Background: an optimization exercise with open tools, aiming at small area and a short achievable clock period. Do not read the settings as production practice. RTL that was checked went through simulation tests only; none was proved equivalent to the original. Power and IR drop assume default switching activity.

==> flow/design.v (excerpt) <==
module axi4s2v (
   input  logic                  pclk,
   input  logic                  prst_n,
   input  axis_pkg::axis_word_t  tdata,
   input  logic                  tvalid,
   input  logic                  tlast,
   output logic                  tready,
   output logic                  tuser,
   input  logic                  i_fstr,
   input  logic                  i_fend,
   input  logic                  i_vstr,
   input  logic                  i_vend,
   input  logic                  i_hstr,
   input  logic                  i_hend,
   input  logic                  i_href,
   output logic                  o_fstr,
   output logic                  o_fend,
   output logic                  o_vstr,
   output logic                  o_vend,
   output logic                  o_hstr,
   output logic                  o_hend,
   output logic                  o_href,
   output video_pkg::pixel_t     o_pdat,
   output video_pkg::vcnv_sts_t  o_vcnv_sts
);
export LEC_CHECK = 0
export ABC_CLOCK_PERIOD_IN_PS = 1500
export CAP_MARGIN = 20
export CORE_MARGIN = 2
export CORE_UTILIZATION = 50
export CTS_CLUSTER_DIAMETER = 100
export CTS_CLUSTER_SIZE = 25
export SETUP_SLACK_MARGIN = 1.6
export SLEW_MARGIN = 20
create_clock -name core_clock -period 3.3 [get_ports {pclk}]
standard.sh (not shown) runs the stock make flow with config.mk's settings and CLKGATE_MAP_FILE= SYNTH_SCRIPT=/design/flow/synth_recipe.tcl, a recipe that flattens the netlist after the stock synthesis.
==> flow/flow/run.sh <==
#!/bin/bash
# Layout flow: the standard flow, with clock tree synthesis told not to add
# dummy balancing loads and the port buffers made with a plain buffer cell
set -o pipefail
bash standard.sh \
  CTS_ARGS="-sink_clustering_enable -repair_clock_nets -sink_clustering_size 25 -sink_clustering_max_diameter 100 -dont_use_dummy_load" \
  BUFFER_PORTS_ARGS="-buffer_cell sky130_fd_sc_hd__buf_2" \
  finish > standard.log 2>&1
The first run completed without violations.
Then changed:
==> flow/run.sh (new file) <==
#!/bin/bash
# synth_recipe.tcl (not shown) runs the flow's synth.tcl, then flattens the netlist and writes it again
# the make line also repeats each setting of config.mk as NAME=value (left out here)
make -C /OpenROAD-flow-scripts/flow DESIGN_CONFIG=/design/flow/config.mk WORK_HOME=/design/flow/orfs CLKGATE_MAP_FILE= SYNTH_SCRIPT=/design/flow/synth_recipe.tcl finish
- ABC_AREA: default -> 1
- CORE_UTILIZATION: 50 -> 40
- SETUP_SLACK_MARGIN: 1.6 -> 1.5
removed: flow/flow/run.sh
removed: flow/standard.sh
Effect: Clock power rises by roughly a tenth. First-iteration DRC count decreases by about a fifth. Cell count climbs by well over a third. Total power grows by a few percent. Design area climbs by a few percent. Area after synthesis is higher by a little under a tenth. Non-clock buffer count decreases by 166. Maximum frequency fell slightly. Utilization goes down by 14 points.
Then changed:
==> flow/flow/run.sh (new file) <==
#!/bin/bash
# Layout flow: the standard flow, with clock tree synthesis told not to add
# dummy balancing loads and the port buffers made with a plain buffer cell
set -o pipefail
bash standard.sh \
  CTS_ARGS="-sink_clustering_enable -repair_clock_nets -sink_clustering_size 25 -sink_clustering_max_diameter 100 -dont_use_dummy_load" \
  BUFFER_PORTS_ARGS="-buffer_cell sky130_fd_sc_hd__buf_2" \
  RECOVER_POWER=100 \
  finish > standard.log 2>&1
==> flow/standard.sh (new file) <==
#!/bin/bash
# synth_recipe.tcl (not shown) runs the flow's synth.tcl, then flattens the netlist and writes it again
# the make line also repeats each setting of config.mk as NAME=value (left out here)
make -C /OpenROAD-flow-scripts/flow DESIGN_CONFIG=/design/flow/config.mk WORK_HOME=/design/flow/orfs CLKGATE_MAP_FILE= SYNTH_SCRIPT=/design/flow/synth_recipe.tcl "${@:-finish}"
- ABC_AREA: 1 -> default
removed: flow/run.sh
The changed run finished with max-capacitance violations, max-slew violations left.
Worst hold slack gets worse by 0.16 ns.
Worst setup slack gets worse by 0.81 ns.
Combinational power decreases by 47%.
Power decreases by 4.8%.
Final area decreases by 5.1%.
Count of clock-buffer cells in the layout decreases by 38.
Non-clock buffer count increases by 52.
Sequential share of layout area increases by 3.7 points.
Then changed:
--- a/flow/flow/run.sh
+++ b/flow/flow/run.sh
@@ -7,3 +7,2 @@
   BUFFER_PORTS_ARGS="-buffer_cell sky130_fd_sc_hd__buf_2" \
-  RECOVER_POWER=100 \
   finish > standard.log 2>&1
- SETUP_SLACK_MARGIN: 1.5 -> 1.6
The changed run produced a clean layout.
Hold slack is better by 0.021 ns.
Cell count goes up slightly.
Wire length goes up slightly.

========
axi4s2v, a different RTL version from the one above (not shown whole).
For scale: ~2,400 cells after synthesis, roughly 1,200 flip-flops, about 0.041 mm^2 of cells after synthesis.
==> flow/config.mk <==
export PLATFORM = sky130hd
export DESIGN_NAME = axi4s2v
export DESIGN_NICKNAME = axi4s2v
export VERILOG_FILES = /design/flow/design.v
export SDC_FILE = /design/flow/constraint.sdc
export NUM_CORES = 4
export LEC_CHECK = 0
export ABC_CLOCK_PERIOD_IN_PS = 1500
export CAP_MARGIN = 20
export CORE_MARGIN = 2
export CORE_UTILIZATION = 40
export CTS_CLUSTER_DIAMETER = 100
export CTS_CLUSTER_SIZE = 25
export SETUP_SLACK_MARGIN = 1.6
export SLEW_MARGIN = 20
==> flow/constraint.sdc <==
create_clock -name core_clock -period 3.3 [get_ports {pclk}]
set_input_delay 0.6600 -clock core_clock [delete_from_list [all_inputs] [get_ports {pclk}]]
set_output_delay 0.6600 -clock core_clock [all_outputs]
set_load 0.01 [all_outputs]
==> flow/flow/run.sh <==
#!/bin/bash
# Layout flow: the standard flow, with clock tree synthesis told not to add
# dummy balancing loads and the port buffers made with a plain buffer cell
set -o pipefail
bash standard.sh \
  CTS_ARGS="-sink_clustering_enable -repair_clock_nets -sink_clustering_size 25 -sink_clustering_max_diameter 100 -dont_use_dummy_load" \
  BUFFER_PORTS_ARGS="-buffer_cell sky130_fd_sc_hd__buf_2" \
  finish > standard.log 2>&1
The starting point completed with no timing, DRC or antenna violations.
==> next run, changes <==
- SETUP_SLACK_MARGIN: 1.6 -> 1.5
Result:
- wire length falls by 7.3%
- global-route usage falls by 1.3 points
- non-clock buffer count fell by 87
- final area came out lower by 4.1%
- cell count falls by 2.0%
No functional check of the RTL was part of any run of this note.

==> separate check: timing with driven ports <==
The results above use ideal ports. As a check the final layouts listed here were re-extracted and re-timed, cells and wires unchanged. Step 1 sets driving cells, clkbuf_16 on the clock port and buf_2 on the other inputs (assumed; they add their load-dependent delay and slew). Step 2, shift: input delay + t, output delay - t, t = (earliest + latest rising clock arrival at the registers) / 2. This alone moves slack from input paths to output paths. a / b / c = no drivers / after step 1 / after step 2; a / b = the first two.
run | t, ns | setup WS [ns] | hold slack, ns | worst register clock-pin slew, ns
the first run of note 1 | 0.706 | 1.468 / 1.394 / 1.031 | 0.183 / 0.138 / 0.335 | 0.10 / 0.10
the second run of note 1 | 0.728 | 1.443 / 1.375 / 0.984 | 0.329 / 0.329 / 0.329 | 0.11 / 0.11
the third run of note 1 | 0.722 | 0.633 / 0.633 / 0.346 | 0.166 / 0.125 / 0.333 | 0.11 / 0.11
the fourth run of note 1 | 0.710 | 1.508 / 1.442 / 1.133 | 0.187 / 0.147 / 0.336 | 0.10 / 0.10
the first run of note 2 | 0.693 | 1.479 / 1.445 / 1.138 | 0.180 / 0.132 / 0.333 | 0.10 / 0.10
the second run of note 2 | 0.712 | 1.443 / 1.443 / 1.102 | 0.194 / 0.151 / 0.329 | 0.10 / 0.10
For the second run of note 1, which loses most, drivers alone change the setup slack by -0.068 ns; drivers and shift together by -0.459 ns.
